This design comes from an exercise in tuning for small area on the open sky130 flow, not from production work. Only simulation tests tie the RTL to the original design; equivalence was not proved. Power is estimated from default activity; no workload was simulated.

==> design/flow/run.sh <==
#!/bin/bash
# synth_recipe.tcl (not shown) runs the flow's synth.tcl, then flattens the netlist and writes it again
# the make line also repeats each setting of config.mk as NAME=value (left out here)
make -C /OpenROAD-flow-scripts/flow DESIGN_CONFIG=/design/flow/config.mk WORK_HOME=/design/flow/orfs CLKGATE_MAP_FILE= SYNTH_SCRIPT=/design/flow/synth_recipe.tcl finish
==> design/flow/config.mk <==
export PLATFORM = sky130hd
export DESIGN_NAME = inst_fetch_queue
export DESIGN_NICKNAME = inst_fetch_queue
export VERILOG_FILES = /design/flow/design.v
export SDC_FILE = /design/flow/constraint.sdc
export NUM_CORES = 4
export LEC_CHECK = 0
export CAP_MARGIN = 20
export CORE_MARGIN = 2
export CORE_UTILIZATION = 40
export CTS_CLUSTER_DIAMETER = 100
export CTS_CLUSTER_SIZE = 30
export SLEW_MARGIN = 20
export SYNTH_HIERARCHICAL = 1
==> design/flow/constraint.sdc <==
create_clock -name core_clock -period 5.5 [get_ports {clk}]
set_input_delay 1.1000 -clock core_clock [delete_from_list [all_inputs] [get_ports {clk}]]
set_output_delay 1.1000 -clock core_clock [all_outputs]
set_load 0.01 [all_outputs]
==> design/flow/design.v <==
package ppc_pkg;
  localparam int INST_W  = 32;
  localparam int FETCH_W = 64;
  localparam logic [1:0] POP_NONE = 2'd0;
  localparam logic [1:0] POP_ONE  = 2'd1;
  localparam logic [1:0] POP_TWO  = 2'd2;
  function automatic logic [1:0] clampPop(input logic [1:0] req);
    clampPop = (req == 2'd3) ? POP_TWO : req;
  endfunction
endpackage
module iq_storage #(
  parameter int ROWS = 32,
  parameter int IW   = 32
) (
  input  logic            clk,
  input  logic [ROWS-1:0] wrSel,
  input  logic [ROWS-1:0] wrHold,
  input  logic [0:IW-1]   wrEven,
  input  logic [0:IW-1]   wrOdd,
  input  logic [ROWS-1:0] rdSelEven,
  input  logic [ROWS-1:0] rdSelOdd,
  output logic [0:IW-1]   rdEven,
  output logic [0:IW-1]   rdOdd
);
  logic [ROWS-1:0][0:IW-1] even;
  logic [ROWS-1:0][0:IW-1] odd;
  for (genvar i = 0; i < ROWS; i++) begin : g_row
    always_ff @(posedge clk) begin
      even[i] <= (wrEven & {IW{wrSel[i]}}) | (even[i] & {IW{wrHold[i]}});
      odd[i]  <= (wrOdd  & {IW{wrSel[i]}}) | (odd[i]  & {IW{wrHold[i]}});
    end
  end
  always_comb begin
    rdEven = '0;
    rdOdd  = '0;
    for (int i = 0; i < ROWS; i++) begin
      rdEven = rdEven | (even[i] & {IW{rdSelEven[i]}});
      rdOdd  = rdOdd  | (odd[i]  & {IW{rdSelOdd[i]}});
    end
  end
endmodule
module inst_fetch_queue
#(
  parameter int DEPTH = 64,
  parameter int IW    = ppc_pkg::INST_W,
  parameter int PW    = 6
) (
  input  logic            clk,
  input  logic            rst,
  input  logic            flush,
  input  logic            push_valid,
  input  logic [0:2*IW-1] push_data,
  output logic            push_ready,
  output logic            head0_valid,
  output logic [0:IW-1]   head0_inst,
  output logic            head1_valid,
  output logic [0:IW-1]   head1_inst,
  input  logic [0:1]      pop_count,
  output logic [0:PW]     count,
  output logic            overflow_err,
  output logic            pop_err
);
  localparam int ROWS = DEPTH / 2;
  localparam int RW   = PW - 1;
  logic            headPar;
  logic [ROWS-1:0] oddRowOh, evenRowOh;
  logic [RW-1:0]   tailRow;
  logic [PW:0]     occ;
  logic            head0Even, head0Odd, head1Even, head1Odd;
  logic [1:0]      popReq;
  logic [1:0]      popEff;
  logic            pushAcc;
  logic            pushRefused;
  logic            popBad;
  logic            ge1, ge2;
  logic            oddRowStep, evenRowStep;
  logic            headParNext;
  logic [PW:0]     occNext;
  logic            ge1Next, ge2Next;
  assign ge1         = (occ != '0);
  assign ge2         = (occ[PW:1] != '0);
  assign push_ready  = ~occ[PW] & ~(&occ[PW-1:0]);
  assign pushAcc     = push_valid & push_ready & ~flush;
  assign pushRefused = push_valid & ~push_ready & ~flush;
  assign popReq = ppc_pkg::clampPop(pop_count);
  assign popEff = ge2 ? popReq : {1'b0, ge1 & (popReq != 2'd0)};
  assign popBad = ~flush & ((pop_count == 2'd3) | (~ge2 & (pop_count > 2'(occ[0]))));
  assign oddRowStep  = popEff[1] | (popEff[0] &  headPar);
  assign evenRowStep = popEff[1] | (popEff[0] & ~headPar);
  assign headParNext = headPar ^ popEff[0];
  assign occNext     = occ - (PW+1)'(popEff) + (pushAcc ? (PW+1)'(2) : '0);
  assign ge1Next     = (occNext != '0);
  assign ge2Next     = (occNext[PW:1] != '0);
  always_ff @(posedge clk or posedge rst) begin
    if (rst) begin
      headPar      <= 1'b0;
      oddRowOh     <= ROWS'(1);
      evenRowOh    <= ROWS'(1);
      tailRow      <= '0;
      occ          <= '0;
      head0Even    <= 1'b0;
      head0Odd     <= 1'b0;
      head1Even    <= 1'b0;
      head1Odd     <= 1'b0;
      overflow_err <= 1'b0;
      pop_err      <= 1'b0;
    end else begin
      if (flush) begin
        headPar   <= 1'b0;
        oddRowOh  <= ROWS'(1);
        evenRowOh <= ROWS'(1);
        tailRow   <= '0;
        occ       <= '0;
        head0Even <= 1'b0;
        head0Odd  <= 1'b0;
        head1Even <= 1'b0;
        head1Odd  <= 1'b0;
      end else begin
        headPar <= headParNext;
        if (oddRowStep)  oddRowOh  <= {oddRowOh[ROWS-2:0],  oddRowOh[ROWS-1]};
        if (evenRowStep) evenRowOh <= {evenRowOh[ROWS-2:0], evenRowOh[ROWS-1]};
        if (pushAcc)     tailRow   <= tailRow + RW'(1);
        occ       <= occNext;
        head0Even <= ~headParNext & ge1Next;
        head0Odd  <=  headParNext & ge1Next;
        head1Even <=  headParNext & ge2Next;
        head1Odd  <= ~headParNext & ge2Next;
      end
      if (pushRefused) overflow_err <= 1'b1;
      if (popBad)      pop_err      <= 1'b1;
    end
  end
  logic [ROWS-1:0] wrSel, wrHold;
  always_comb begin
    for (int i = 0; i < ROWS; i++) wrSel[i] = pushAcc & (tailRow == RW'(i));
  end
  assign wrHold = ~wrSel;
  logic [0:IW-1] rdEven, rdOdd;
  iq_storage #(
    .ROWS (ROWS),
    .IW   (IW)
  ) storage (
    .clk       (clk),
    .wrSel     (wrSel),
    .wrHold    (wrHold),
    .wrEven    (push_data[0:IW-1]),
    .wrOdd     (push_data[IW:2*IW-1]),
    .rdSelEven (evenRowOh),
    .rdSelOdd  (oddRowOh),
    .rdEven    (rdEven),
    .rdOdd     (rdOdd)
  );
  assign count       = occ;
  assign head0_valid = ge1;
  assign head1_valid = ge2;
  assign head0_inst  = (rdEven & {IW{head0Even}}) | (rdOdd & {IW{head0Odd}});
  assign head1_inst  = (rdEven & {IW{head1Even}}) | (rdOdd & {IW{head1Odd}});
endmodule
==> impl_metrics.yaml, run 1 <==
flow_run:
  drv_cap: 0
floorplan:
  die_y_um: 442
  die_x_um: 442
  dieArea_sq_mm: 0.196
  core_region_area_sq_mm: 0.191
  rows: 160
  start_util: 0.403
  pin_count: 146
logic_synthesis:
  synth_xor_area_frac: 0.000683
  synthesis.area_sq_mm: 0.0769
  synth_fa_ha_area_frac: 0.00394
  ys_ff_latch: 2131
  synth_top_family_by_area: "compound AO/OA/AOI/OAI gates"
  synth_cell_types: 46
  synth_top_area_share: 0.533
  yosys_warnings: 8
  synth_area_leader_cell: "dfxtp_1"
  synth_compound_area_frac: 0.347
  synth.avg_cell_area_sq_um: 11.2
  async_reset_ff_frac: 0.0389
  synthCells: 6845
  synthFlopType: "dfxtp_1"
  muxShareOfSynthArea: 0.000146
  synthTopCellsByArea: "dfxtp_1, a22o_1, a22oi_1"
  synth-edff-count: 0
  synth-seq-area-share: 0.560
  synth-simple-area-share: 0.0400
  synth_nets: 6938
clock_network:
  worstSkewPairLatency_ps: 760
  cts_resized: 0
  numCtsBuffers: 82
  post_cts_buffers: 0
  cts_num_sinks: 2131
  cts.reportedPaths.clkPinSlew_ps: 120
  cts_root_buffer: "clkbuf_16"
  ctsHoldBuffers: 0
  htree_levels: 3
  cts_tree: "yes"
  clock_path_buffers: 3
route:
  drt-initial-drc-count: 8144
  drc_errors: 0
  dr.pass1.iters: 8
  postRouteAntennaNets: 0
  wl_per_cell_um: 32.1
  route.final.wire_length_um: 287000
  vias_per_cell: 6.88
  via_count: 61700
power_and_ir_drop:
  vdd_drop_max_mv: 0.297
  clkPwrFrac: 0.258
  p_int_mw: 21.8
  p_per_area_mw_per_mm2: 367
  p_leak_nw: 30.9
  combPwrFrac: 0.157
  seqPwrFrac: 0.585
  switching_share: 0.279
  p_sw_mw: 8.46
outcome:
  status: "finished clean"
placement:
  place_area_sq_mm: 0.0801
  dp_slack_ps: 1110
  globalplace.congestion: 0.853
  dp_hpwl_um: 167000
  dp.cells: 8829
  io_buffer_count: 145
finish:
  layout.nets: 6496
  drive_gt1_frac: 0.0630
  post-route-util: 0.433
  regArea_sq_mm: 0.0431
  final_common_cell: "a22o_1"
  fin_area_sq_mm: 0.0824
  layout_common_cells: "a22o_1, dfxtp_1, a22oi_1"
  fill_cells: 17500
  area_delta_synth_final_pct: 7.22
  multiInputGateArea_sq_mm: 0.0305
  instances_no_fill: 8957
worst_setup_path:
  crit_chain: "buf_4 > a22oi_1 > nand4_1 > or4_1 > a22o_1 > clkdlybuf4s50_1"
  cp.arrival_ps: 4000
  worstSetupPathType: "reg2out"
  max_stage_delay_ps: 810
  end_kind: "output port"
  worst-path-buf-inv: 2
  path_delay_family: "simple AND/OR/NAND/NOR gates"
  required_ps: 4400
  path_max_fanout: 22
  startpoint_type: "flip-flop"
  r2r_slack_ps: 1880
  cp_slowest_cell: "or4_1"
sta:
  final_hold_viol_count: 0
  max_freq_ghz: 0.196
  fin_skew_ps: 33.1
  timing.final.crit_share: 0.927
  setup_tns_ps: 0
  fin_ws_ps: 402
  rsz0062_at_grt: "false"
  worst_pin_slew_ps: 1260
  setup_violations: 0
  maxSlewViolCount: 0
  period_minus_slack_ps: 5100
  relSlewSlack: 0.163
worst_hold_path:
  hold_path.class: "reg2reg"
grt:
  grt_max_degree: 65
  grt_pass1_vias: 59200
  grt_pass1_wl_um: 418000
  overflow: 0
  grt_usage: 0.280
  antenna_found_initial: 26
## cell families after synthesis
group | count (synthesis)
simple gates | 555
buf+inv | 908
fa+ha+maj | 23
mux | 1
compound gates | 3221
flops | 2131
xor+xnor | 6
## power by group through the flow
stage / registers, mW / logic [mW] / clock network (mW)
3_5_place_dp: 18.0 / 4.69 / 0
4_1_cts: 17.7 / 4.71 / 7.89
5_1_grt: 17.9 / 5.01 / 8.40
3_3_place_gp: 18.0 / 4.63 / 0
2_1_floorplan: 17.7 / 2.78 / 0
6_report: 17.7 / 4.75 / 7.82
## sequential cells by signal, summed over array words and instances (netlist names), 5 cells and up
name / flops
tailRow: 5
evenRowOh: 32
storage.even: 1024
occ: 7
oddRowOh: 32
storage.odd: 1024
## per-stage QoR
| step | total power [mW] | hold slack [ps] |
|---|---|---|
| floorplan | 20.5 | 440 |
| global placement | 22.6 | 452 |
| detailed placement | 22.7 | 453 |
| CTS | 30.3 | 484 |
| global route | 31.3 | 494 |
| finish | 30.3 | 483 |
## Yosys cell counts, types with 6 or more instances
cell type  number
a22o_1       2112
dfxtp_1      2048
a22oi_1      1024
clkbuf_1      574
nand4_1       259
buf_1         217
nand2_1       153
dfrtp_1        81
or4_1          64
o21ai_0        61
buf_2          49
inv_1          33
nor2_1         32
buf_6          24
ha_1           21
nand3_1        20
buf_4           7
and3_1          6
## path summary, 6_finish.rpt
kind | startpoint | endpoint | cells past startpoint
min in group asynchronous | rst | occ[6]$_DFF_PP0_ | 2
min | storage.even[447]$_DFF_P_ | storage.even[447]$_DFF_P_ | 1
max in group asynchronous | rst | oddRowOh[25]$_DFFE_PP0P_ | 3
max reg2reg | occ[3]$_DFF_PP0_ | head0Odd$_DFF_PP0_ | 14
min reg2reg | storage.even[447]$_DFF_P_ | storage.even[447]$_DFF_P_ | 1
max | evenRowOh[29]$_DFFE_PP0P_ | head0_inst[8] | 6
## routing by layer
metal	vias up	part of all wire	track usage
met2	3606	0.46	0.452
met5	-	0.00025	0.000488
met1	31300	0.40	0.367
met4	12	0.044	0.119
li1	26000	-	-
met3	698	0.092	0.0523
## cell type report
cell class | instances | area share
Inverter | 33 | 0.00178
Sequential cell | 2131 | 0.523
Multi-Input combinational cell | 3806 | 0.370
Tap cell | 2511 | 0.0381
Clock inverter | 8 | 0.000971
Antenna cell | 13 | 0.000395
Timing Repair Buffer | 349 | 0.0384
Clock buffer | 106 | 0.0271
==> inputs of run 2 (changes only) <==
--- a/design/flow/config.mk
+++ b/design/flow/config.mk
@@ -8,5 +8,5 @@
 export CAP_MARGIN = 20
 export CORE_MARGIN = 2
-export CORE_UTILIZATION = 40
+export CORE_UTILIZATION = 60
 export CTS_CLUSTER_DIAMETER = 100
 export CTS_CLUSTER_SIZE = 30
==> run 2 against run 1 <==
  * Fmax decreased by 4.1%
  * Die area fell by 33%
  * Global-route usage grew 17 points
  * Clock skew is 1.7 ps higher
  * Worst hold slack got worse by 10 ps
  * Cell area fell by 1.1%
  * Combinational power rose by 4.2%
  * First-iteration DRC count rose by 30%
  * Routed wire length increased by 5.8%
  * Area after synthesis is the same
  * Core utilization increased by 21 points
  * Sequential power about the same
  * Largest power group unchanged
==> impl_metrics.yaml, run 2 <==
worst_setup_path:
  crit_chain: "a22oi_1 > nand4_1 > or4_1 > a22o_1 > clkdlybuf4s50_1"
  cp.arrival_ps: 4220
  worstSetupPathType: "reg2out"
  worst-path-buf-inv: 1
  startpoint_type: "flip-flop"
  end_kind: "output port"
  max_stage_delay_ps: 880
  path_delay_family: "simple AND/OR/NAND/NOR gates"
  path_max_fanout: 19
  cp_slowest_cell: "or4_1"
  required_ps: 4400
power_and_ir_drop:
  p_leak_nw: 31.0
  seqPwrFrac: 0.584
  switching_share: 0.283
  vdd_drop_max_mv: 0.350
  p_sw_mw: 8.63
  p_per_area_mw_per_mm2: 373
  combPwrFrac: 0.163
  p_int_mw: 21.8
  clkPwrFrac: 0.253
floorplan:
  dieArea_sq_mm: 0.131
  die_y_um: 362
  die_x_um: 362
  rows: 131
  start_util: 0.604
  core_region_area_sq_mm: 0.127
  pin_count: 146
logic_synthesis:
  ys_ff_latch: 2131
  synthCells: 6845
  synthFlopType: "dfxtp_1"
  yosys.cell_count.top_type: "a22o_1"
  async_reset_ff_frac: 0.0389
  synth_top_area_share: 0.533
  netlist_top_cells_count: "a22o_1, dfxtp_1, a22oi_1"
  synthesis.area_sq_mm: 0.0769
  synth.avg_cell_area_sq_um: 11.2
  synth_cell_types: 46
  synthTopCellsByArea: "dfxtp_1, a22o_1, a22oi_1"
  synth_area_leader_cell: "dfxtp_1"
  synth_nets: 6938
  synth-seq-area-share: 0.560
  yosys_warnings: 8
  synth-edff-count: 0
sta:
  max_freq_ghz: 0.188
  final_hold_viol_count: 0
  setup_tns_ps: 0
  timing.final.crit_share: 0.966
  relSlewSlack: 0.147
  fin_skew_ps: 34.8
  setup_violations: 0
  period_minus_slack_ps: 5320
  worst_pin_slew_ps: 1280
  rsz0062_at_grt: "false"
  maxSlewViolCount: 0
placement:
  place_area_sq_mm: 0.0793
  io_buffer_count: 145
  dp.cells: 7994
  globalplace.congestion: 0.907
  dp_hpwl_um: 172000
clock_network:
  clock_path_buffers: 3
  cts_root_buffer: "clkbuf_16"
  cts_tree: "yes"
  cts_num_sinks: 2131
  cts_resized: 0
  numCtsBuffers: 81
  worstSkewPairLatency_ps: 750
  post_cts_buffers: 0
  cts.reportedPaths.clkPinSlew_ps: 110
  ctsHoldBuffers: 0
  htree_levels: 3
finish:
  reg.largest.list: "storage.even: 1024 flops, storage.odd: 1024 flops"
  fin_area_sq_mm: 0.0816
  instances_no_fill: 8107
  layout.nets: 6508
  area_delta_synth_final_pct: 6.09
  fill_cells: 10100
  drive_gt1_frac: 0.0663
  post-route-util: 0.641
  layout_common_cells: "a22o_1, dfxtp_1, a22oi_1"
  final_common_cell: "a22o_1"
grt:
  grt_max_degree: 67
  grt_pass1_vias: 59900
  grt_pass1_wl_um: 432000
  grt_usage: 0.447
  antenna_found_initial: 24
  overflow: 0
route:
  via_count: 64100
  vias_per_cell: 7.90
  wl_per_cell_um: 37.5
  drc_errors: 0
  route.final.wire_length_um: 304000
  drt-initial-drc-count: 10600
  dr.pass1.iters: 7
  postRouteAntennaNets: 0
worst_hold_path:
  hold_path.class: "reg2reg"
outcome:
  status: "finished clean"
flow_run:
  drv_cap: 0
[run 2: cell counts after synthesis]
No cell type changed its count.
[run 2: logic make-up after synthesis]
family,share of synthesized area
buffers and inverters,0.0479
XOR/XNOR,0.000683
multiplexers,0.000146
AND/OR/NAND/NOR,0.0400
adder cells (fa/ha/maj),0.00394
flip-flops,0.560
AO/OA/AOI/OAI,0.347
[run 2: cell type report]
class                           instances  area (sq um)  share of cell area
Multi-Input combinational cell       3806         30500               0.374
Sequential cell                      2131         43100               0.529
Clock buffer                          103          2230              0.0273
Antenna cell                            7          17.5            0.000215
Clock inverter                          3          51.3            0.000629
Inverter                               33           146             0.00179
Timing Repair Buffer                  362          3400              0.0417
Tap cell                             1662          2080              0.0255
[run 2: final timing paths]
kind | from | cells past startpoint | slack [ps] | to
worst min register to register | pop_err$_DFFE_PP0P_ | 1 | 470 | pop_err$_DFFE_PP0P_
max in group asynchronous | rst | 3 | 3630 | oddRowOh[16]$_DFFE_PP0P_
min in group asynchronous | rst | 2 | 840 | tailRow[2]$_DFFE_PP0P_
worst min-delay path | pop_err$_DFFE_PP0P_ | 1 | 470 | pop_err$_DFFE_PP0P_
worst max-delay path | evenRowOh[1]$_DFFE_PP0P_ | 5 | 180 | head0_inst[2]
worst max register to register | occ[2]$_DFF_PP0_ | 7 | 1720 | storage.even[63]$_DFF_P_
[run 2: per-layer routing]
metal	up-vias	share of wire	global-route usage
met1	31700	0.37	0.579
met2	5095	0.42	0.658
li1	26000	-	-
met3	1201	0.14	0.141
met5	-	0.00081	0.00629
met4	22	0.069	0.261
[run 2: metrics by stage]
| step | setup WS, ps | hold slack [ps] | power [mW] |
|---|---|---|---|
| final | 184 | 473 | 30.4 |
| after global routing | 215 | 492 | 31.3 |
| after CTS | 355 | 476 | 30.2 |
| after detailed placement | 1110 | 453 | 22.8 |
| after global placement | 1100 | 448 | 22.6 |
| after floorplan | 1860 | 440 | 20.5 |
[run 2: worst register-to-register path, cell delays in order, from the launching register on]
cell and delay, ps:
dfrtp_1 460, ha_1 230, a41oi_2 450, nor3b_4 730, and2_1 470, nand2_4 520, buf_4 590, a22o_1 260
[run 2: power groups by stage]
stage          clock network (mW)  logic [mW]  registers, mW
3_5_place_dp                    0        4.73           18.0
5_1_grt                      8.21        5.15           17.9
6_report                     7.71        4.95           17.8
3_3_place_gp                    0        4.63           18.0
2_1_floorplan                   0        2.78           17.7
4_1_cts                      7.71        4.74           17.7
==> inputs of run 3 (changes only) <==
==> design/flow/flow/run.sh (new file) <==
#!/bin/bash
# The standard layout (standard.sh: the standard synthesis, then ORFS to finish), with one
# change: the buffers ORFS puts on the input and output ports are buf_2 cells instead of the
# resizer's default pick. Every port still gets its own buffer.
set -euo pipefail
export BUFFER_PORTS_ARGS="-buffer_cell sky130_fd_sc_hd__buf_2"
bash standard.sh finish > standard_finish.log 2>&1
==> design/flow/standard.sh (new file) <==
#!/bin/bash
# synth_recipe.tcl (not shown) runs the flow's synth.tcl, then flattens the netlist and writes it again
# the make line also repeats each setting of config.mk as NAME=value (left out here)
make -C /OpenROAD-flow-scripts/flow DESIGN_CONFIG=/design/flow/config.mk WORK_HOME=/design/flow/orfs CLKGATE_MAP_FILE= SYNTH_SCRIPT=/design/flow/synth_recipe.tcl "${@:-finish}"
removed: design/flow/run.sh
==> run 3 against run 2 <==
  * Total power decreased by 0.85%
  * Sequential share of layout area increased by 0.85 points
  * Fmax increased by 8.6%
  * Core utilization decreased by 1.0 points
  * Critical path depth increased by 1
  * Cell area decreased by 1.6%
  * Sequential power about the same
  * Clock skew increased by 2.3 ps
==> impl_metrics.yaml, run 3 <==
outcome:
  status: "finished clean"
sta:
  relSlewSlack: 0.111
  setup_violations: 0
  timing.final.crit_share: 0.890
  final_hold_viol_count: 0
  fin_ws_ps: 606
  period_minus_slack_ps: 4890
  maxSlewViolCount: 0
  fin_skew_ps: 37.1
  setup_tns_ps: 0
  worst_pin_slew_ps: 1330
  rsz0062_at_grt: "false"
  max_freq_ghz: 0.204
worst_hold_path:
  hold_path.class: "reg2reg"
  min_delay_path_depth: 1
power_and_ir_drop:
  p_sw_mw: 8.65
  clkPwrFrac: 0.254
  p_per_area_mw_per_mm2: 376
  vdd_drop_max_mv: 0.306
  p_int_mw: 21.5
  finalPower_mw: 30.2
  switching_share: 0.287
  p_leak_nw: 30.7
  seqPwrFrac: 0.587
  combPwrFrac: 0.159
placement:
  io_buffer_count: 145
  place_area_sq_mm: 0.0780
  dp_slack_ps: 1290
  dp_hpwl_um: 166000
  globalplace.congestion: 0.893
grt:
  grt_usage: 0.430
  grt_pass1_wl_um: 419000
  grt_max_degree: 67
  overflow: 0
  antenna_found_initial: 18
  gr-max-usage-layer: "met2"
  grt_pass1_vias: 59000
  grt_util_met2: 0.628
  met1_usage: 0.563
  grt_use_met3: 0.134
worst_setup_path:
  max_stage_delay_ps: 840
  required_ps: 4400
  cp_slowest_cell: "or4_1"
  end_kind: "output port"
  r2r_cells: 10
  crit_chain: "buf_4 > a22oi_1 > nand4_1 > or4_1 > a22o_1 > buf_2"
  crit_cells: 6
  path_max_fanout: 20
  worst-path-buf-inv: 2
  worstSetupPathType: "reg2out"
  path_delay_family: "simple AND/OR/NAND/NOR gates"
  cp.arrival_ps: 3790
  startpoint_type: "flip-flop"
finish:
  reg.largest.list: "storage.even: 1024 flops, storage.odd: 1024 flops"
  area_delta_synth_final_pct: 4.42
  drive_gt1_frac: 0.0799
  post-route-util: 0.630
  fin_area_sq_mm: 0.0803
  layout_common_cells: "a22o_1, dfxtp_1, a22oi_1"
  fill_cells: 10200
  final_common_cell: "a22o_1"
  layout.nets: 6456
clock_network:
  post_cts_buffers: 0
  clock_path_buffers: 3
  cts_resized: 0
  cts_root_buffer: "clkbuf_16"
  cts_num_sinks: 2131
  numCtsBuffers: 81
  cts_tree: "yes"
  worstSkewPairLatency_ps: 740
  ctsHoldBuffers: 0
  cts.reportedPaths.clkPinSlew_ps: 120
  htree_levels: 3
logic_synthesis:
  synth-edff-count: 0
  ys_ff_latch: 2131
  yosys.cell_count.top_type: "a22o_1"
  synth_nets: 6938
  yosys_warnings: 8
  synth_cell_types: 46
  synth_area_leader_cell: "dfxtp_1"
  synthFlopType: "dfxtp_1"
  synthTopCellsByArea: "dfxtp_1, a22o_1, a22oi_1"
  synth-seq-area-share: 0.560
  synthCells: 6845
  synth.avg_cell_area_sq_um: 11.2
  synth_top_area_share: 0.533
  netlist_top_cells_count: "a22o_1, dfxtp_1, a22oi_1"
  async_reset_ff_frac: 0.0389
  synthesis.area_sq_mm: 0.0769
floorplan:
  rows: 131
  die_x_um: 362
  dieArea_sq_mm: 0.131
  start_util: 0.604
  core_region_area_sq_mm: 0.127
  pin_count: 146
  die_y_um: 362
flow_run:
  drv_cap: 0
route:
  drt-initial-drc-count: 10100
  drc_errors: 0
  route.final.wire_length_um: 293000
  postRouteAntennaNets: 0
  vias_per_cell: 7.85
  dr.pass1.iters: 9
  via_count: 63200
  wl_per_cell_um: 36.4
run 3: cell counts after synthesis:
No cell type changed its count.
run 3: final cells by class:
class,instances,area [sq um],share of cell area
Clock inverter,3,47.5,0.000592
Tap cell,1662,2080,0.0259
Antenna cell,11,27.5,0.000343
Multi-Input combinational cell,3806,30500,0.380
Inverter,33,149,0.00185
Timing Repair Buffer,310,2130,0.0266
Sequential cell,2131,43100,0.537
Clock buffer,103,2190,0.0273
run 3: kinds of logic after synthesis:
family | synth area share
AOI/OAI and AO/OA | 0.347
xor gates and xnor gates | 0.000683
adders and majority gates | 0.00394
buffers and inverters | 0.0479
DFF | 0.560
muxes | 0.000146
and+or+nand+nor | 0.0400
run 3: path summary, 6_finish.rpt:
check / slack, ps / endpoint / startpoint
worst max-delay path: 610 / head1_inst[31] / oddRowOh[2]$_DFFE_PP0P_
worst min-delay path: 480 / storage.odd[795]$_DFF_P_ / storage.odd[795]$_DFF_P_
worst max register to register: 1510 / head0Odd$_DFF_PP0_ / occ[2]$_DFF_PP0_
worst min register to register: 480 / storage.odd[795]$_DFF_P_ / storage.odd[795]$_DFF_P_
max in group asynchronous: 3980 / oddRowOh[3]$_DFFE_PP0P_ / rst
min in group asynchronous: 490 / pop_err$_DFFE_PP0P_ / rst
run 3: power by group through the flow:
stage / Combinational, mW / Sequential, mW / Clock, mW
after floorplan: 2.78 / 17.7 / 0
after global placement: 4.47 / 18.0 / 0
after detailed placement: 4.57 / 18.0 / 0
after CTS: 4.58 / 17.6 / 7.68
after global routing: 4.97 / 17.8 / 8.18
final: 4.79 / 17.7 / 7.67
run 3: worst register-to-register path: cells and delay by family, from the launching register on:
kind	cells	cell delay (ps)
flip-flops	1	460
AND/OR/NAND/NOR	2	690
XOR/XNOR	1	220
AO/OA/AOI/OAI	3	1070
adder cells (fa/ha/maj)	4	1430
run 3: through the flow:
step	cells	hold slack, ps
6_report	8059	483
5_1_grt	8051	493
4_1_cts	8047	480
3_5_place_dp	7941	444
3_3_place_gp	7940	442
2_1_floorplan	6845	440
run 3: routing by layer:
layer | wire (um) | up-vias
met5 | 293 | -
met4 | 19000 | 16
met3 | 40100 | 992
met2 | 123000 | 4961
met1 | 111000 | 31300
li1 | - | 25900
==> inputs of run 4 (changes only) <==
--- a/design/flow/design.v
+++ b/design/flow/design.v
@@ -64,5 +64,5 @@
   localparam int RW   = PW - 1;
   logic            headPar;
-  logic [ROWS-1:0] oddRowOh, evenRowOh;
+  logic [RW-1:0]   oddRow, evenRow;
   logic [RW-1:0]   tailRow;
   logic [PW:0]     occ;
@@ -95,6 +95,6 @@
     if (rst) begin
       headPar      <= 1'b0;
-      oddRowOh     <= ROWS'(1);
-      evenRowOh    <= ROWS'(1);
+      oddRow       <= '0;
+      evenRow      <= '0;
       tailRow      <= '0;
       occ          <= '0;
@@ -108,6 +108,6 @@
       if (flush) begin
         headPar   <= 1'b0;
-        oddRowOh  <= ROWS'(1);
-        evenRowOh <= ROWS'(1);
+        oddRow    <= '0;
+        evenRow   <= '0;
         tailRow   <= '0;
         occ       <= '0;
@@ -118,6 +118,6 @@
       end else begin
         headPar <= headParNext;
-        if (oddRowStep)  oddRowOh  <= {oddRowOh[ROWS-2:0],  oddRowOh[ROWS-1]};
-        if (evenRowStep) evenRowOh <= {evenRowOh[ROWS-2:0], evenRowOh[ROWS-1]};
+        if (oddRowStep)  oddRow    <= oddRow + RW'(1);
+        if (evenRowStep) evenRow   <= evenRow + RW'(1);
         if (pushAcc)     tailRow   <= tailRow + RW'(1);
         occ       <= occNext;
@@ -136,5 +136,12 @@
   end
   assign wrHold = ~wrSel;
-  logic [0:IW-1] rdEven, rdOdd;
+  logic [ROWS-1:0] rdSelEven, rdSelOdd;
+  logic [0:IW-1]   rdEven, rdOdd;
+  always_comb begin
+    for (int i = 0; i < ROWS; i++) begin
+      rdSelEven[i] = (evenRow == RW'(i));
+      rdSelOdd[i]  = (oddRow  == RW'(i));
+    end
+  end
   iq_storage #(
     .ROWS (ROWS),
@@ -146,6 +153,6 @@
     .wrEven    (push_data[0:IW-1]),
     .wrOdd     (push_data[IW:2*IW-1]),
-    .rdSelEven (evenRowOh),
-    .rdSelOdd  (oddRowOh),
+    .rdSelEven (rdSelEven),
+    .rdSelOdd  (rdSelOdd),
     .rdEven    (rdEven),
     .rdOdd     (rdOdd)
--- a/design/flow/config.mk
+++ b/design/flow/config.mk
@@ -11,4 +11,5 @@
 export CTS_CLUSTER_DIAMETER = 100
 export CTS_CLUSTER_SIZE = 30
+export SETUP_SLACK_MARGIN = 0.15
 export SLEW_MARGIN = 20
 export SYNTH_HIERARCHICAL = 1
==> run 4 against run 3 <==
  * Non-clock buffer count grew 19
  * Register-to-register slack lost 70 ps
  * Clock skew fell by 4.8 ps
  * Still clean
  * Sequential share of layout area decreased by 1.1 points
  * Clock power down 4.0%
  * Final cell count down 1.6%
  * Flip-flop and latch count shrank 54
==> impl_metrics.yaml, run 4 <==
clock_network:
  clock_path_buffers: 3
  cts_root_buffer: "clkbuf_16"
  worstSkewPairLatency_ps: 740
  ctsHoldBuffers: 0
  cts_tree: "yes"
  cts_num_sinks: 2077
  numCtsBuffers: 79
  cts.reportedPaths.clkPinSlew_ps: 120
  htree_levels: 3
floorplan:
  die_x_um: 358
  dieArea_sq_mm: 0.128
  pin_count: 146
  rows: 130
  die_y_um: 358
  core_region_area_sq_mm: 0.125
  start_util: 0.603
finish:
  area_delta_synth_final_pct: 5.20
  fill_cells: 9986
  multiInputGateArea_sq_mm: 0.0307
  instances_no_fill: 7933
  fin_area_sq_mm: 0.0793
  post-route-util: 0.634
  drive_gt1_frac: 0.0893
  regArea_sq_mm: 0.0417
  layout.nets: 6367
  reg.largest.list: "storage.even: 1024 flops, storage.odd: 1024 flops, occ: 7 flops"
  final_common_cell: "a22o_1"
  layout_common_cells: "a22o_1, dfxtp_1, a22oi_1"
sta:
  rsz0062_at_grt: "true"
  maxSlewViolCount: 0
  max_freq_ghz: 0.186
  final_hold_viol_count: 0
  fin_skew_ps: 32.3
  hold_slack_ps: 429
  fin_ws_ps: 131
  setup_violations: 0
  relSlewSlack: 0.147
  setup_tns_ps: 0
  period_minus_slack_ps: 5370
  timing.final.crit_share: 0.976
  worst_pin_slew_ps: 1280
worst_setup_path:
  worstSetupPathType: "reg2out"
  end_kind: "output port"
  cp.arrival_ps: 4270
  path_max_fanout: 32
  startpoint_type: "flip-flop"
  required_ps: 4400
worst_hold_path:
  hold_path.class: "in2async"
route:
  wl_per_cell_um: 37.5
  wl_met1_um: 111000
  wl_met3_um: 41400
  postRouteAntennaNets: 0
  vias_per_cell: 7.92
  dr.pass1.iters: 7
  met2_length_um: 123000
  route.final.wire_length_um: 298000
  via_count: 62800
  drc_errors: 0
  top_layer_used: "met5"
  drt-initial-drc-count: 10800
logic_synthesis:
  synth_cell_types: 47
  synthCells: 6712
  synth_area_leader_cell: "dfxtp_1"
  synthFlopType: "dfxtp_1"
  synthesis.area_sq_mm: 0.0754
  ys_ff_latch: 2077
  synth.avg_cell_area_sq_um: 11.2
  yosys.cell_count.top_type: "a22o_1"
  synth_top_area_share: 0.544
  async_reset_ff_frac: 0.0140
  yosys_warnings: 8
  synth-edff-count: 0
  synth-seq-area-share: 0.554
  synthTopCellsByArea: "dfxtp_1, a22o_1, a22oi_1"
  synth_nets: 6817
  netlist_top_cells_count: "a22o_1, dfxtp_1, a22oi_1"
placement:
  dp.cells: 7827
  place_area_sq_mm: 0.0771
  io_buffer_count: 145
  globalplace.congestion: 0.929
  dp_slack_ps: 899
  dp_hpwl_um: 170000
flow_run:
  drv_cap: 0
grt:
  grt_usage: 0.447
  grt_max_degree: 65
  grt_pass1_vias: 58400
  antenna_found_initial: 21
  overflow: 0
  grt_pass1_wl_um: 422000
outcome:
  status: "finished clean"
power_and_ir_drop:
  finalPower_mw: 31.7
  p_per_area_mw_per_mm2: 400
  vdd_drop_max_mv: 0.302
  p_leak_nw: 30.3
## run 4: report_power, final
group | switching (mW) | internal [mW] | leakage, nW
registers | 0.843 | 16.5 | 17.0
clock network | 4.66 | 2.69 | 1.02
logic | 4.62 | 2.43 | 12.3
total | 10.1 | 21.6 | 30.3
## run 4: worst max-delay path, stage by stage, from the launching register on
cell and delay [ps]:
dfrtp_1 460, ha_1 280, and3_1 230, ha_2 550, a22oi_1 330, nand4_1 330, or4_1 920, a22o_1 300
buf_2 140
## run 4: cell families after synthesis
family | Yosys count | synth area share
AOI/OAI and AO/OA | 3163 | 0.350
DFF | 2077 | 0.554
buffers and inverters | 917 | 0.0492
and+or+nand+nor | 508 | 0.0396
adders and majority gates | 35 | 0.00601
xor gates and xnor gates | 12 | 0.00139
## run 4: worst paths after layout
kind | start | endpoint | slack (ps) | cells past startpoint
min in group core_clock | storage.odd[799]$_DFF_P_ | storage.odd[799]$_DFF_P_ | 480 | 1
setup / recovery | oddRow[0]$_DFFE_PP0P_ | head0_inst[3] | 130 | 8
hold / removal | rst | occ[4]$_DFF_PP0_ | 430 | 3
max in group asynchronous | rst | tailRow[3]$_DFFE_PP0P_ | 4730 | 3
setup reg to reg | occ[2]$_DFF_PP0_ | storage.even[103]$_DFF_P_ | 1440 | 8
hold reg to reg | storage.odd[799]$_DFF_P_ | storage.odd[799]$_DFF_P_ | 480 | 1
## run 4: timing repair
action | in CTS | in global routing
pin swaps | 1 | 2
endpoints found under the setup margin | 4 | 45
setup buffers | 0 | 0
gates cloned | 1 | 1
gates resized for setup | 2 | 8
## run 4: routing by layer
metal	GRT usage	vias up
met5	0	-
met4	0.270	16
met3	0.151	1170
met2	0.649	4879
met1	0.576	31200
li1	-	25500
## run 4: layout make-up
cell class / count / share of cell area
diodes: 14 / 0.000442
inverters: 55 / 0.00311
clock buffers: 86 / 0.0258
multi-input cells: 3720 / 0.387
repair buffers: 329 / 0.0310
well taps: 1650 / 0.0260
flip-flops and latches: 2077 / 0.526
clock inverters: 2 / 0.000316
==> inputs of run 5 (changes only) <==
--- a/design/flow/config.mk
+++ b/design/flow/config.mk
@@ -8,5 +8,5 @@
 export CAP_MARGIN = 20
 export CORE_MARGIN = 2
-export CORE_UTILIZATION = 60
+export CORE_UTILIZATION = 70
 export CTS_CLUSTER_DIAMETER = 100
 export CTS_CLUSTER_SIZE = 30
==> run 5 against run 4 <==
  * Cell area decreased by 0.93%
  * Setup slack improved by 22 ps
  * Critical path depth is the same
  * First-iteration DRC count is 4.8% lower
  * Register-to-register slack better by 100 ps
  * Sequential share of layout area rose by 0.50 points
  * Global-route usage rose by 2.4 points
  * Area after synthesis is the same
  * Critical endpoint is now head0_inst[14]
==> impl_metrics.yaml, run 5 <==
outcome:
  status: "finished clean"
worst_setup_path:
  r2r_cells: 8
  path_delay_family: "simple AND/OR/NAND/NOR gates"
  reg2reg_from: "occ[2]$_DFF_PP0_"
  cp_slowest_cell: "nor2_4"
  startpoint_type: "flip-flop"
  max_stage_delay_ps: 860
  crit_chain: "nand2b_1 > buf_4 > nor2_4 > a22oi_1 > nand4_1 > or4_1 > a22o_1 > buf_2"
  worstSetupPathType: "reg2out"
  worst-path-buf-inv: 2
  required_ps: 4400
  path_max_fanout: 32
  r2r-end: "storage.even[293]$_DFF_P_"
  r2r_slack_ps: 1540
  end_kind: "output port"
  cp.arrival_ps: 4250
logic_synthesis:
  ys_ff_latch: 2077
  yosys_warnings: 8
  synth.avg_cell_area_sq_um: 11.2
  synth_top_area_share: 0.544
  synth_cell_types: 47
  synthTopCellsByArea: "dfxtp_1, a22o_1, a22oi_1"
  yosys.cell_count.top_type: "a22o_1"
  synthFlopType: "dfxtp_1"
  synth_area_leader_cell: "dfxtp_1"
  synthCells: 6712
  synth-seq-area-share: 0.554
  synth-edff-count: 0
  synth_nets: 6817
  synthesis.area_sq_mm: 0.0754
  async_reset_ff_frac: 0.0140
  netlist_top_cells_count: "a22o_1, dfxtp_1, a22oi_1"
floorplan:
  pin_count: 146
  core_region_area_sq_mm: 0.107
  dieArea_sq_mm: 0.110
  die_y_um: 332
  die_x_um: 332
  rows: 120
  start_util: 0.705
clock_network:
  cts_root_buffer: "clkbuf_16"
  post_cts_buffers: 0
  cts.reportedPaths.clkPinSlew_ps: 110
  worstSkewPairLatency_ps: 730
  clock_path_buffers: 3
  htree_levels: 3
  numCtsBuffers: 79
  cts_resized: 0
  cts_tree: "yes"
  cts_num_sinks: 2077
route:
  vias_per_cell: 8.20
  via_count: 62700
  route.final.wire_length_um: 271000
  dr.pass1.iters: 9
  drc_errors: 0
  drt-initial-drc-count: 10200
  postRouteAntennaNets: 0
  wl_per_cell_um: 35.5
power_and_ir_drop:
  finalPower_mw: 31.6
  clkPwrFrac: 0.233
  combPwrFrac: 0.215
  vdd_drop_max_mv: 0.329
  p_sw_mw: 10.0
  seqPwrFrac: 0.552
  p_int_mw: 21.6
  p_leak_nw: 30.1
  p_per_area_mw_per_mm2: 403
  switching_share: 0.317
sta:
  setup_violations: 0
  rsz0062_at_grt: "true"
  period_minus_slack_ps: 5350
  setup_tns_ps: 0
  maxSlewViolCount: 0
  final_hold_viol_count: 0
  relSlewSlack: 0.159
  fin_skew_ps: 26.7
  max_freq_ghz: 0.187
  timing.final.crit_share: 0.972
  worst_pin_slew_ps: 1260
finish:
  area_delta_synth_final_pct: 4.22
  drive_gt1_frac: 0.0815
  final_common_cell: "a22o_1"
  layout_common_cells: "a22o_1, dfxtp_1, a22oi_1"
  reg.largest.list: "storage.even: 1024 flops, storage.odd: 1024 flops, occ: 7 flops"
  multiInputGateArea_sq_mm: 0.0306
  layout.nets: 6321
  post-route-util: 0.735
  fin_area_sq_mm: 0.0785
  fill_cells: 7546
  regArea_sq_mm: 0.0417
grt:
  grt_pass1_wl_um: 396000
  grt_max_degree: 65
  antenna_found_initial: 28
  overflow: 0
  grt_pass1_vias: 59300
  grt_usage: 0.472
placement:
  globalplace.congestion: 0.935
  place_area_sq_mm: 0.0763
  io_buffer_count: 145
  dp_hpwl_um: 157000
worst_hold_path:
  hold_path.class: "in2async"
flow_run:
  drv_cap: 0
## run 5: worst max-delay path by stage
stage | from | end | cells past startpoint
after floorplan | evenRow[0]$_DFFE_PP0P_ | head0_inst[19] | 8
after global placement | oddRow[2]$_DFFE_PP0P_ | head0_inst[24] | 8
after detailed placement | oddRow[2]$_DFFE_PP0P_ | head1_inst[24] | 8
final | oddRow[2]$_DFFE_PP0P_ | head0_inst[14] | 8
after global routing | oddRow[2]$_DFFE_PP0P_ | head1_inst[21] | 8
after CTS | oddRow[2]$_DFFE_PP0P_ | head1_inst[24] | 8
## run 5: logic make-up after synthesis
family                     count (synthesis)  share of synthesized area
adders and majority gates                 35                    0.00601
xor gates and xnor gates                  12                    0.00139
buffers and inverters                    917                     0.0492
and+or+nand+nor                          508                     0.0396
AOI/OAI and AO/OA                       3163                      0.350
DFF                                     2077                      0.554
## run 5: per-stage QoR
| step | setup WS, ps | instances | hold slack, ps |
|---|---|---|---|
| global placement | 1130 | 7536 | 453 |
| detailed placement | 1130 | 7537 | 453 |
| CTS | 321 | 7634 | 452 |
| global route | 136 | 7638 | 491 |
| finish | 152 | 7645 | 454 |
| floorplan | 2100 | 6712 | 440 |
## run 5: cell type report
type,count,area share
clock buffer,93,0.0269
timing repair buffer,285,0.0257
antenna,10,0.000319
tap,1403,0.0223
multi-input combinational,3718,0.390
sequential,2077,0.531
clock inverter,4,0.000717
inverter,55,0.00288
## run 5: what timing repair did
item                                   4_1_cts  5_1_grt
setup endpoints to repair                    0        4
hold buffers                                 0        0
endpoints found under the hold margin        0        0
## run 5: routing by layer
metal	global-route usage	wire, um
met5	0	178
met4	0.284	18800
met3	0.184	40900
met2	0.680	112000
met1	0.597	99200
## run 5: worst min-delay path, cell delays in order
cell and delay, ps:
buf_2 100, inv_1 40, buf_4 400
## run 5: power groups by stage
stage	Combinational (mW)	Sequential (mW)	Clock, mW
global placement	6.23	17.7	0
floorplan	3.67	17.4	0
finish	6.82	17.5	7.37
global route	6.97	17.6	7.80
detailed placement	6.37	17.7	0
CTS	6.39	17.4	7.33
==> inputs of run 6 (changes only) <==
--- a/design/flow/config.mk
+++ b/design/flow/config.mk
@@ -8,5 +8,5 @@
 export CAP_MARGIN = 20
 export CORE_MARGIN = 2
-export CORE_UTILIZATION = 70
+export CORE_UTILIZATION = 80
 export CTS_CLUSTER_DIAMETER = 100
 export CTS_CLUSTER_SIZE = 30
==> run 6 against run 5 <==
  * Non-clock buffer count rose by 26
  * Final cell count fell by 1.5%
  * Area after synthesis is the same
  * Combinational power about the same
  * Total power about the same
  * Critical path type unchanged
  * Critical endpoint is now head0_inst[10]
  * Critical path depth is 1 lower
  * Still clean
  * Register-to-register slack lost 50 ps
  * Sequential share of layout area about the same
==> impl_metrics.yaml, run 6 <==
outcome:
  status: "finished clean"
grt:
  overflow: 0
  grt_pass1_vias: 62400
  grt_max_degree: 65
  grt_pass1_wl_um: 398000
  antenna_found_initial: 30
  grt_usage: 0.534
sta:
  maxSlewViolCount: 0
  max_freq_ghz: 0.188
  timing.final.crit_share: 0.967
  setup_violations: 0
  final_hold_viol_count: 0
  worst_pin_slew_ps: 1300
  hold_slack_ps: 473
  relSlewSlack: 0.133
  fin_skew_ps: 24.9
  rsz0062_at_grt: "false"
  period_minus_slack_ps: 5320
  setup_tns_ps: 0
  fin_ws_ps: 181
logic_synthesis:
  synth-seq-area-share: 0.554
  ys_ff_latch: 2077
  synth_top_area_share: 0.544
  synthCells: 6712
  synth.avg_cell_area_sq_um: 11.2
  synth_xor_area_frac: 0.00139
  netlist_top_cells_count: "a22o_1, dfxtp_1, a22oi_1"
  synth_cell_types: 47
  synth-simple-area-share: 0.0396
  synth_compound_area_frac: 0.350
  async_reset_ff_frac: 0.0140
  yosys.cell_count.top_type: "a22o_1"
  yosys_warnings: 8
  synth-edff-count: 0
  synthesis.area_sq_mm: 0.0754
  synthTopCellsByArea: "dfxtp_1, a22o_1, a22oi_1"
  synth_area_leader_cell: "dfxtp_1"
  synth_nets: 6817
  synth_fa_ha_area_frac: 0.00601
  synth_top_family_by_area: "compound AO/OA/AOI/OAI gates"
  synthFlopType: "dfxtp_1"
  muxShareOfSynthArea: 0
worst_setup_path:
  required_ps: 4400
  r2r-end: "storage.even[332]$_DFF_P_"
  end_kind: "output port"
  r2r_slack_ps: 1490
  worstSetupPathType: "reg2out"
  r2r_cells: 8
  reg2reg_from: "occ[2]$_DFF_PP0_"
  cp.arrival_ps: 4220
  startpoint_type: "flip-flop"
  path_max_fanout: 32
flow_run:
  drv_cap: 0
clock_network:
  numCtsBuffers: 79
  ctsHoldBuffers: 0
  cts.reportedPaths.clkPinSlew_ps: 120
  cts_num_sinks: 2077
  clock_path_buffers: 3
  cts_tree: "yes"
  htree_levels: 3
  worstSkewPairLatency_ps: 720
  post_cts_buffers: 0
  cts_root_buffer: "clkbuf_16"
  cts_resized: 0
finish:
  final_common_cell: "a22o_1"
  drive_gt1_frac: 0.0855
  layout.nets: 6347
  regArea_sq_mm: 0.0417
  fill_cells: 5196
  area_delta_synth_final_pct: 4.17
  reg.largest.list: "storage.even: 1024 flops, storage.odd: 1024 flops, occ: 7 flops"
  multiInputGateArea_sq_mm: 0.0305
  layout_common_cells: "a22o_1, dfxtp_1, a22oi_1"
  instances_no_fill: 7529
floorplan:
  dieArea_sq_mm: 0.0967
  die_y_um: 311
  pin_count: 146
  core_region_area_sq_mm: 0.0933
  die_x_um: 311
  start_util: 0.808
  rows: 112
placement:
  dp_hpwl_um: 156000
  globalplace.congestion: 0.983
  dp_slack_ps: 1100
  dp.cells: 7408
  io_buffer_count: 145
route:
  route.final.wire_length_um: 272000
  dr.pass1.iters: 12
  drc_errors: 0
  postRouteAntennaNets: 0
  wl_per_cell_um: 36.1
  via_count: 65500
  vias_per_cell: 8.70
  drt-initial-drc-count: 12700
power_and_ir_drop:
  p_leak_nw: 30.2
  p_per_area_mw_per_mm2: 403
  vdd_drop_max_mv: 0.405
worst_hold_path:
  hold_path.class: "in2async"
run 6: cell types whose count changed in the layout (fill, tap and decap cells not counted), sizes merged:
cell	delta
clkbuf	-3
clkinv	-9
buf	+26
diode	+10
inv	+9
run 6: worst max path at each step:
stage,start,endpoint,slack (ps),cells past startpoint
finish,oddRow[3]$_DFFE_PP0P_,head0_inst[10],180,7
global route,oddRow[3]$_DFFE_PP0P_,head0_inst[10],180,7
CTS,oddRow[1]$_DFFE_PP0P_,head1_inst[22],390,10
detailed placement,flush,storage.even[314]$_DFF_P_,1100,7
global placement,flush,storage.even[431]$_DFF_P_,1230,7
floorplan,evenRow[0]$_DFFE_PP0P_,head0_inst[19],2100,8
run 6: per-stage QoR:
stage          cell area, sq um  utilization  total power [mW]
6_report                  78500        0.841              31.6
3_3_place_gp              76100        0.816              23.7
2_1_floorplan             75400            -              21.1
4_1_cts                   78300        0.839              30.9
3_5_place_dp              76100        0.816              23.9
5_1_grt                   78500        0.841              32.2
run 6: final cells by class:
type                            count  area share
Antenna cell                       20    0.000637
Sequential cell                  2077       0.531
Clock inverter                      4    0.000717
Tap cell                         1254      0.0200
Multi-Input combinational cell   3718       0.389
Clock buffer                       90      0.0268
Timing Repair Buffer              311      0.0289
Inverter                           55     0.00277
run 6: critical path, stage by stage, from the launching register on:
cell      delay (ps)
dfrtp_1          460
nand2b_1         450
nor2_4          1100
a22oi_1          210
nand4_1          300
or4_1            610
a22o_1           220
buf_2            130
run 6: kinds of logic after synthesis:
| logic type | after synthesis |
|---|---|
| AO/OA/AOI/OAI | 3163 |
| buffers and inverters | 917 |
| adder cells (fa/ha/maj) | 35 |
| XOR/XNOR | 12 |
| flip-flops | 2077 |
| AND/OR/NAND/NOR | 508 |
run 6: power breakdown:
group / switching [mW] / internal (mW)
sequential: 1.04 / 16.5
combinational: 4.41 / 2.37
clock: 4.56 / 2.77
run 6: layer usage:
metal	GRT usage	up-vias	part of all wire
li1	-	25500	-
met5	0	-	0.00069
met4	0.372	28	0.082
met1	0.652	31200	0.33
met2	0.757	6916	0.41
met3	0.234	1832	0.18
==> inputs of run 7 (changes only) <==
--- a/design/flow/config.mk
+++ b/design/flow/config.mk
@@ -8,7 +8,8 @@
 export CAP_MARGIN = 20
 export CORE_MARGIN = 2
-export CORE_UTILIZATION = 80
+export CORE_UTILIZATION = 70
 export CTS_CLUSTER_DIAMETER = 100
 export CTS_CLUSTER_SIZE = 30
+export PLACE_DENSITY = 0.85
 export SETUP_SLACK_MARGIN = 0.15
 export SLEW_MARGIN = 20
==> run 7 against run 6 <==
  * Flip-flop and latch count unchanged
  * Core utilization shrank 11 points
  * Worst hold slack got worse by 30 ps
  * Routed wire length grew 1.2%
  * Non-clock buffer count shrank 8
  * Critical path depth up 1
  * Largest cell class unchanged
  * Highest routed layer unchanged
==> impl_metrics.yaml, run 7 <==
outcome:
  status: "finished clean"
clock_network:
  post_cts_buffers: 0
  cts_root_buffer: "clkbuf_16"
  clock_path_buffers: 3
  cts_tree: "yes"
  worstSkewPairLatency_ps: 740
  numCtsBuffers: 79
  htree_levels: 3
  cts_num_sinks: 2077
  cts.reportedPaths.clkPinSlew_ps: 120
floorplan:
  dieArea_sq_mm: 0.110
  die_x_um: 332
  core_region_area_sq_mm: 0.107
  rows: 120
  pin_count: 146
  die_y_um: 332
  start_util: 0.705
placement:
  globalplace.congestion: 0.956
  dp.cells: 7554
  dp_hpwl_um: 156000
  io_buffer_count: 145
grt:
  grt_pass1_vias: 61500
  grt_usage: 0.475
  grt_pass1_wl_um: 400000
  overflow: 0
  antenna_found_initial: 16
  grt_max_degree: 65
route:
  wl_per_cell_um: 35.9
  postRouteAntennaNets: 0
  drt-initial-drc-count: 12100
  route.final.wire_length_um: 275000
  via_count: 64700
  dr.pass1.iters: 9
  vias_per_cell: 8.44
  drc_errors: 0
logic_synthesis:
  synthCells: 6712
  synth_area_leader_cell: "dfxtp_1"
  async_reset_ff_frac: 0.0140
  synthFlopType: "dfxtp_1"
  synth.avg_cell_area_sq_um: 11.2
  synth_cell_types: 47
  synth-seq-area-share: 0.554
  synth_top_area_share: 0.544
  synthTopCellsByArea: "dfxtp_1, a22o_1, a22oi_1"
  yosys.cell_count.top_type: "a22o_1"
  synth_nets: 6817
  netlist_top_cells_count: "a22o_1, dfxtp_1, a22oi_1"
  synth-edff-count: 0
  yosys_warnings: 8
  ys_ff_latch: 2077
  synthesis.area_sq_mm: 0.0754
sta:
  maxSlewViolCount: 0
  period_minus_slack_ps: 5350
  fin_skew_ps: 52.1
  setup_violations: 0
  worst_pin_slew_ps: 1360
  setup_tns_ps: 0
  timing.final.crit_share: 0.973
  relSlewSlack: 0.0882
  max_freq_ghz: 0.187
  rsz0062_at_grt: "false"
  final_hold_viol_count: 0
finish:
  fill_cells: 7247
  multiInputGateArea_sq_mm: 0.0306
  layout_common_cells: "a22o_1, dfxtp_1, a22oi_1"
  area_delta_synth_final_pct: 4.37
  layout.nets: 6339
  final_common_cell: "a22o_1"
  drive_gt1_frac: 0.0845
  regArea_sq_mm: 0.0417
  instances_no_fill: 7664
  reg.largest.list: "storage.even: 1024 flops, storage.odd: 1024 flops, occ: 7 flops"
worst_hold_path:
  hold_path.class: "in2async"
power_and_ir_drop:
  p_per_area_mw_per_mm2: 404
  finalPower_mw: 31.7
  vdd_drop_max_mv: 0.432
  p_leak_nw: 30.2
worst_setup_path:
  cp.arrival_ps: 4250
  worst-path-buf-inv: 2
  worstSetupPathType: "reg2out"
  cp_slowest_cell: "nor2_4"
  required_ps: 4400
  max_stage_delay_ps: 780
  crit_chain: "or2_2 > nor2_4 > buf_4 > a22oi_1 > nand4_1 > or4_1 > a22o_1 > buf_2"
  startpoint_type: "flip-flop"
  path_delay_family: "simple AND/OR/NAND/NOR gates"
  r2r_slack_ps: 1560
  path_max_fanout: 17
  end_kind: "output port"
flow_run:
  drv_cap: 0
-- run 7: worst reg2reg max path: stages, from the launching register on --
cell      delay (ps)
dfrtp_1          460
ha_1             230
a41oi_2          290
and3b_1          520
and2_4           530
nand3_4          130
clkinv_2         420
buf_4            610
buf_4            450
a22o_1           240
-- run 7: repair_timing --
action | 4_1_cts | 5_1_grt
gates resized for setup | 0 | 2
setup endpoints to repair | 0 | 13
hold buffers | 0 | 0
-- run 7: layer usage --
layer / share of wire / GRT usage / wire, um / up-vias
met5: 0.00057 / 0 / 156 / -
met4: 0.081 / 0.317 / 22200 / 16
met3: 0.17 / 0.203 / 46700 / 1627
met2: 0.40 / 0.668 / 110000 / 6378
met1: 0.35 / 0.593 / 95400 / 31200
li1: - / - / - / 25500
-- run 7: area by class of cell --
cell class                      instances  share of cell area
Sequential cell                      2077               0.530
Multi-Input combinational cell       3718               0.389
Timing Repair Buffer                  303              0.0279
Clock buffer                           92              0.0268
Tap cell                             1403              0.0223
Inverter                               55             0.00269
Clock inverter                          5            0.000652
Antenna cell                           11            0.000350
-- run 7: cell families (layout without fill, tap and decap cells) --
| family | after synthesis | after routing | share of synthesized area |
|---|---|---|---|
| AO/OA/AOI/OAI | 3163 | 3163 | 0.350 |
| XOR/XNOR | 12 | 12 | 0.00139 |
| adder cells (fa/ha/maj) | 35 | 35 | 0.00601 |
| buffers and inverters | 917 | 455 | 0.0492 |
| flip-flops | 2077 | 2077 | 0.554 |
| other | 0 | 11 | 0 |
| AND/OR/NAND/NOR | 508 | 508 | 0.0396 |
-- run 7: worst paths after layout --
check	startpoint	to	depth (start not counted)
min	rst	occ[4]$_DFF_PP0_	3
min in group core_clock	storage.even[1012]$_DFF_P_	storage.even[1012]$_DFF_P_	1
min reg2reg	storage.even[1012]$_DFF_P_	storage.even[1012]$_DFF_P_	1
max	oddRow[2]$_DFFE_PP0P_	head0_inst[19]	8
max in group asynchronous	rst	oddRow[3]$_DFFE_PP0P_	3
max reg2reg	occ[2]$_DFF_PP0_	storage.odd[173]$_DFF_P_	9
-- run 7: where the power goes --
group | leakage (nW) | switching [mW] | internal (mW)
sequential | 16.9 | 1.02 | 16.5
combinational | 12.2 | 4.50 | 2.37
clock | 1.06 | 4.60 | 2.77
-- run 7: through the flow --
stage | setup slack, ps | area [sq um] | hold WS, ps | utilization
floorplan | 2100 | 75400 | 440 | -
global placement | 1120 | 76300 | 452 | 0.714
detailed placement | 1040 | 76400 | 453 | 0.715
CTS | 259 | 78600 | 450 | 0.735
global route | 182 | 78600 | 482 | 0.736
finish | 150 | 78700 | 443 | 0.736
==> inputs of run 8 (changes only) <==
--- a/design/flow/config.mk
+++ b/design/flow/config.mk
@@ -11,6 +11,5 @@
 export CTS_CLUSTER_DIAMETER = 100
 export CTS_CLUSTER_SIZE = 30
-export PLACE_DENSITY = 0.85
-export SETUP_SLACK_MARGIN = 0.15
+export SETUP_SLACK_MARGIN = 0.05
 export SLEW_MARGIN = 20
 export SYNTH_HIERARCHICAL = 1
==> run 8 against run 7 <==
  * Synthesized cell count did not move
  * Area after synthesis did not move
  * Fmax fell by 0.39%
  * Critical path depth did not move
  * Largest cell class unchanged
  * Die area did not move
  * First-iteration DRC count fell by 17%
  * Global-route usage fell by 0.37 points
  * Setup slack got worse by 21 ps
  * Count of clock-buffer cells in the layout rose by 1
  * Worst hold slack improved by 21 ps
  * Largest power group unchanged
  * Critical endpoint is now head0_inst[14]
  * Final cell count fell by 0.26%
==> impl_metrics.yaml, run 8 <==
route:
  wl_per_cell_um: 35.4
  route.final.wire_length_um: 271000
  dr.pass1.iters: 7
  via_count: 62700
  postRouteAntennaNets: 0
  vias_per_cell: 8.20
  drc_errors: 0
  drt-initial-drc-count: 10000
clock_network:
  cts_root_buffer: "clkbuf_16"
  worstSkewPairLatency_ps: 730
  htree_levels: 3
  ctsHoldBuffers: 0
  numCtsBuffers: 79
  post_cts_buffers: 0
  cts_resized: 0
  cts_num_sinks: 2077
  cts_tree: "yes"
  cts.reportedPaths.clkPinSlew_ps: 110
  clock_path_buffers: 3
sta:
  relSlewSlack: 0.163
  period_minus_slack_ps: 5370
  fin_ws_ps: 129
  hold_slack_ps: 464
  max_freq_ghz: 0.186
  worst_pin_slew_ps: 1250
  rsz0062_at_grt: "false"
  maxSlewViolCount: 0
  final_hold_viol_count: 0
  setup_violations: 0
  fin_skew_ps: 27.0
  setup_tns_ps: 0
  timing.final.crit_share: 0.977
power_and_ir_drop:
  seqPwrFrac: 0.551
  p_int_mw: 21.6
  vdd_drop_max_mv: 0.336
  clkPwrFrac: 0.233
  p_leak_nw: 30.1
  p_sw_mw: 10.0
  p_per_area_mw_per_mm2: 403
  switching_share: 0.317
  combPwrFrac: 0.216
finish:
  layout.nets: 6321
  area_delta_synth_final_pct: 4.22
  layout_common_cells: "a22o_1, dfxtp_1, a22oi_1"
  drive_gt1_frac: 0.0815
  reg.largest.list: "storage.even: 1024 flops, storage.odd: 1024 flops, occ: 7 flops"
  final_common_cell: "a22o_1"
  fin_area_sq_mm: 0.0785
outcome:
  status: "finished clean"
flow_run:
  drv_cap: 0
logic_synthesis:
  synth_cell_types: 47
  netlist_top_cells_count: "a22o_1, dfxtp_1, a22oi_1"
  synthTopCellsByArea: "dfxtp_1, a22o_1, a22oi_1"
  ys_ff_latch: 2077
  synth_nets: 6817
  yosys.cell_count.top_type: "a22o_1"
  synthesis.area_sq_mm: 0.0754
  synth_top_area_share: 0.544
  synth-edff-count: 0
  synth_area_leader_cell: "dfxtp_1"
  synth.avg_cell_area_sq_um: 11.2
  synthFlopType: "dfxtp_1"
  yosys_warnings: 8
  synthCells: 6712
  async_reset_ff_frac: 0.0140
  synth-seq-area-share: 0.554
floorplan:
  die_x_um: 332
  core_region_area_sq_mm: 0.107
  dieArea_sq_mm: 0.110
  rows: 120
  start_util: 0.705
  die_y_um: 332
  pin_count: 146
grt:
  overflow: 0
  grt_usage: 0.472
  grt_max_degree: 65
  grt_pass1_wl_um: 396000
  grt_pass1_vias: 59300
  antenna_found_initial: 28
worst_setup_path:
  startpoint_type: "flip-flop"
  path_max_fanout: 32
  required_ps: 4400
  worstSetupPathType: "reg2out"
  r2r_slack_ps: 1560
  end_kind: "output port"
  cp.arrival_ps: 4270
placement:
  io_buffer_count: 145
  dp_hpwl_um: 157000
  dp_slack_ps: 1130
  place_area_sq_mm: 0.0763
  globalplace.congestion: 0.935
worst_hold_path:
  hold_path.class: "in2async"
## run 8: logic make-up (layout without fill, tap and decap cells)
logic type / after synthesis / count (layout) / synth area share
AOI/OAI and AO/OA: 3163 / 3163 / 0.350
xor gates and xnor gates: 12 / 12 / 0.00139
adders and majority gates: 35 / 35 / 0.00601
buffers and inverters: 917 / 437 / 0.0492
DFF: 2077 / 2077 / 0.554
other: 0 / 9 / 0
and+or+nand+nor: 508 / 508 / 0.0396
## run 8: worst max-delay path, cell delays in order, from the launching register on
cell      delay, ps
dfrtp_1         460
nand2b_1        390
buf_4           290
nor2_4          860
a22oi_1         260
nand4_1         370
or4_1           520
a22o_1          220
buf_2           130
## run 8: final cells by class
class                   instances  area (sq um)
flip-flops and latches       2077         41700
multi-input cells            3718         30600
fillers                      7546         28400
clock buffers                  93          2110
repair buffers                285          2020
well taps                    1403          1760
inverters                      55           226
clock inverters                 4          56.3
diodes                          9          22.5
## run 8: final timing paths
check,from,cells past startpoint,to
setup / recovery,oddRow[2]$_DFFE_PP0P_,8,head0_inst[14]
hold / removal,rst,3,occ[0]$_DFF_PP0_
setup reg to reg,occ[2]$_DFF_PP0_,8,storage.even[293]$_DFF_P_
hold reg to reg,storage.odd[1022]$_DFF_P_,1,storage.odd[1022]$_DFF_P_
max in group asynchronous,rst,3,head1Even$_DFF_PP0_
min in group core_clock,storage.odd[1022]$_DFF_P_,1,storage.odd[1022]$_DFF_P_
## run 8: power by group through the flow
stage          sequential [mW]  combinational, mW  clock [mW]
4_1_cts                   17.4               6.39        7.33
3_5_place_dp              17.7               6.37           0
6_report                  17.5               6.83        7.38
5_1_grt                   17.6               6.97        7.80
3_3_place_gp              17.7               6.23           0
2_1_floorplan             17.4               3.67           0
## run 8: layer usage
| layer | track usage | wire length [um] | part of all wire | up-vias |
|---|---|---|---|---|
| li1 | - | - | - | 25400 |
| met1 | 0.597 | 98000 | 0.36 | 30800 |
| met2 | 0.680 | 112000 | 0.41 | 5207 |
| met3 | 0.184 | 41900 | 0.15 | 1179 |
| met4 | 0.284 | 18800 | 0.069 | 20 |
| met5 | 0 | 126 | 0.00047 | - |
## run 8: metrics by stage
| step | total power, mW | cells | util |
|---|---|---|---|
| detailed placement | 24.1 | 7537 | 0.714 |
| CTS | 31.1 | 7634 | 0.734 |
| finish | 31.7 | 7644 | 0.735 |
| global placement | 23.9 | 7536 | 0.714 |
| floorplan | 21.1 | 6712 | - |
| global route | 32.3 | 7638 | 0.735 |

==> port drivers added, routing unchanged <==
How much do the figures lean on ideal ports? The routed layouts below were timed once more, with nothing changed but the port constraints.
Step 1: set_driving_cell puts a clkbuf_16 on clk and a buf_2 on each other input, an assumption about the parent block.
Step 2, shift: input delay + t, output delay - t, t = (earliest + latest rising clock arrival at the registers) / 2. This alone moves slack from input paths to output paths.
Slacks: no drivers / after step 1 / after step 2; pairs: no drivers / after step 1.
run	shift t [ns]	slack for setup (ns)	worst slew at a driven data input, ns	pins driven straight from the clock port
run 1	0.833	0.402 / 0.315 / 1.087	0.22	1
run 2	0.811	0.184 / 0.107 / 0.918	0.14	1
run 3	0.799	0.606 / 0.529 / 1.194	0.17	1
run 4	0.800	0.131 / 0.053 / 0.721	0.23	1
run 5	0.804	0.152 / 0.068 / 0.872	0.15	1
run 6	0.799	0.181 / 0.097 / 0.869	0.16	1
run 7	0.790	0.150 / 0.074 / 0.865	0.15	1
run 8	0.802	0.129 / 0.045 / 0.847	0.14	1
After both steps setup and hold are still met in every run listed.
